This is an optimization exercise on Yosys and OpenROAD, whose aim is small area, not a production implementation. The RTL was checked by simulation tests, not by an equivalence proof against the original design. Power figures rest on the tool's default switching activity, not on a simulated workload. The flow treats the clock pin as an ideal source, which a real chip does not have.

job 3961:
// calc_top
module calc_top (
    input  logic                         clk,
    input  logic                         rst,
    input  logic                         enable,
    input  logic [16-1:0]     switches,
    output calc_data_pkg::entry_prompt_e prompt,
    output calc_data_pkg::calc_word_t    result,
    output logic                         sign,
    output logic                         done
);
export LEC_CHECK = 0
export ABC_AREA = 1
export CAP_MARGIN = 20
export CORE_MARGIN = 2
export CORE_UTILIZATION = 80
export SLEW_MARGIN = 20
create_clock -name core_clock -period 400.0 [get_ports {clk}]
standard.sh (not shown) runs the stock make flow with config.mk's settings and CLKGATE_MAP_FILE= SYNTH_SCRIPT=/design/flow/synth_recipe.tcl, a recipe that flattens the netlist after the stock synthesis.
==> flow/flow/run.sh <==
#!/bin/bash
# The standard layout (standard.sh) with three changes:
#  - synthesis is synth_recipe.tcl unchanged except that its abc (logic
#    mapping) call uses the area-oriented script flow/area.abc
#  - the port buffers use the smallest buffer cell
#  - clock tree synthesis uses clkbuf_16 with larger sink clusters and no
#    dummy loads
set -euo pipefail
work=$PWD
cat > "$work/flow_synth.tcl" <<EOT
proc abc {args} {
  set i [lsearch -exact \$args -script]
  if {\$i >= 0} { lset args [expr {\$i + 1}] $work/flow/area.abc }
  yosys abc {*}\$args
}
source $work/synth_recipe.tcl
EOT
export BUFFER_PORTS_ARGS="-buffer_cell sky130_fd_sc_hd__buf_1"
export CTS_ARGS="-sink_clustering_enable -repair_clock_nets -buf_list sky130_fd_sc_hd__clkbuf_16 -sink_clustering_size 32 -sink_clustering_max_diameter 80 -dont_use_dummy_load"
bash standard.sh SYNTH_SCRIPT="$work/flow_synth.tcl" finish > standard_flow.log 2>&1
==> flow/flow/area.abc <==
strash
dc2
dch -f
amap
In summary, job 3961 completed successfully, with a layout that passed the timing, DRC and antenna checks.
#### Input delta (job 8709 over job 3961)
- ABC_AREA removed (was 1)
- CORE_UTILIZATION changed from 80 to 70
- CTS_CLUSTER_DIAMETER newly set to 60
- CTS_CLUSTER_SIZE newly set to 20
- CTS_BUF_LIST newly set to sky130_fd_sc_hd__clkbuf_8
==> flow/run.sh (new file) <==
#!/bin/bash
# synth_recipe.tcl (not shown) runs the flow's synth.tcl, then flattens the netlist and writes it again
# the make line also repeats each setting of config.mk as NAME=value (left out here)
make -C /OpenROAD-flow-scripts/flow DESIGN_CONFIG=/design/flow/config.mk WORK_HOME=/design/flow/orfs CLKGATE_MAP_FILE= SYNTH_SCRIPT=/design/flow/synth_recipe.tcl finish
removed: flow/flow/run.sh
removed: flow/flow/area.abc
removed: flow/standard.sh
## What came out
[compare] base=job 3961 new=job 8709: fraction of final layout cells with drive strength greater than 1 rose 3.3 points; number of optimization iterations in the first detailed-route pass fell 8; post-synthesis cell count rose about 7%; final-stage net count rose 0.97%. Sort job 3961 and job 8709 by global-route usage, descending, and job 3961 comes first. In job 8709 the hold slack turned out 0.057 ns higher than in job 3961. Delta(sequential cell area fraction in the yosys report, job 8709 - job 3961) < 0. seq_i.prompt[1] as the launching element of the worst setup path was reported by job 8709, and rst by job 3961.
What job 8330 does differently from job 8709 at the input level:
- a change of CORE_UTILIZATION from 70 to 80
- an added ABC_AREA of 1
- a deleted CTS_CLUSTER_SIZE that had been 20
- a deleted CTS_BUF_LIST that had been sky130_fd_sc_hd__clkbuf_8
- a deleted CTS_CLUSTER_DIAMETER that had been 60
==> flow/flow/run.sh (new file) <==
#!/bin/bash
# Standard layout with two changes: the port buffers use the smallest buffer
# cell, and clock tree synthesis uses clkbuf_8 leaf buffers without dummy loads.
set -euo pipefail
export BUFFER_PORTS_ARGS="-buffer_cell sky130_fd_sc_hd__buf_1"
export CTS_ARGS="-sink_clustering_enable -repair_clock_nets -buf_list sky130_fd_sc_hd__clkbuf_8 -sink_clustering_size 16 -sink_clustering_max_diameter 50 -dont_use_dummy_load"
bash standard.sh > standard_flow.log 2>&1
==> flow/standard.sh (new file) <==
#!/bin/bash
# synth_recipe.tcl (not shown) runs the flow's synth.tcl, then flattens the netlist and writes it again
# the make line also repeats each setting of config.mk as NAME=value (left out here)
make -C /OpenROAD-flow-scripts/flow DESIGN_CONFIG=/design/flow/config.mk WORK_HOME=/design/flow/orfs CLKGATE_MAP_FILE= SYNTH_SCRIPT=/design/flow/synth_recipe.tcl "${@:-finish}"
removed: flow/run.sh
Findings:
- Summary of job 8330 over job 8709: number of setup buffers added after CTS did not really move, cell-internal power went down, upper clock frequency limit went down.
- Summary: with job 8709 as the reference, non-clock buffer count in the final layout in job 8330 moved down by a few percent.
- Comparing job 8330 and job 8709, the higher setup slack is on job 8709.
- Sequential share of layout area (higher): job 8330
#### Input delta (job 8088 over job 8330)
==> flow/flow/run.sh <==
#!/bin/bash
# The standard layout (standard.sh) with three changes:
#  - synthesis is synth_recipe.tcl unchanged except that its abc (logic
#    mapping) call uses the area-oriented script flow/area.abc
#  - the port buffers use the smallest buffer cell
#  - clock tree synthesis uses clkbuf_16 with larger sink clusters and no
#    dummy loads
set -euo pipefail
work=$PWD
cat > "$work/flow_synth.tcl" <<EOT
proc abc {args} {
  set i [lsearch -exact \$args -script]
  if {\$i >= 0} { lset args [expr {\$i + 1}] $work/flow/area.abc }
  yosys abc {*}\$args
}
source $work/synth_recipe.tcl
EOT
export BUFFER_PORTS_ARGS="-buffer_cell sky130_fd_sc_hd__buf_1"
export CTS_ARGS="-sink_clustering_enable -repair_clock_nets -buf_list sky130_fd_sc_hd__clkbuf_16 -sink_clustering_size 32 -sink_clustering_max_diameter 80 -dont_use_dummy_load"
bash standard.sh SYNTH_SCRIPT="$work/flow_synth.tcl" finish > standard_flow.log 2>&1
==> flow/flow/area.abc (new file) <==
strash
balance
rewrite
refactor
balance
rewrite
rewrite -z
balance
refactor -z
rewrite -z
balance
dch -f
amap
Findings:
- The post-route fraction of the period consumed by the critical path on job 8330 is in line with that on job 8088.
- Compared job 8088 vs job 8330, and synthesized area is down in job 8088.
- Going from job 8330 to job 8088, met3 global-route usage grows by 4.4 points.
- Against job 8330 as the reference, job 8088 delivers a higher total routing usage reported by global routing.
- In the reports for job 8088 and job 8330, the smaller initial antenna violation count belongs to job 8330.
- Looking at clock share of power, job 8088 sits 0.2 points lower than job 8330 does.
- Job 8088 reports a lower area used by multi-input combinational logic than job 8330 does.
- Job 8088 improves on job 8330 in post-route cell area.

separate check: timing with driven ports:
No port has a modelled driver above. Below, the same layouts with a new extraction and two added sets of constraints. Step 1 sets driving cells, clkbuf_16 on the clock port and buf_2 on the other inputs (assumed; they add their load-dependent delay and slew). Step 2 times the ports against the registers' clock, not the clock port: input delays grow and output delays shrink by t, the midpoint of the rising clock arrivals with the driver on. a / b / c = ideal / step 1 / step 2; a / b = the first two.
run	shift t [ns]	setup WS [ns]	cell pins on the clock port's net
job 3961	0.573	316.736 / 316.760 / 316.187	1
job 8709	0.609	318.213 / 318.172 / 317.737	1
job 8330	0.617	317.623 / 317.640 / 317.023	1
job 8088	0.576	318.105 / 318.128 / 317.553	1
After both steps setup and hold are still met in every run listed. The setup slack of job 8330, which loses most, moves by +0.017 ns with the drivers and by -0.600 ns with both steps.
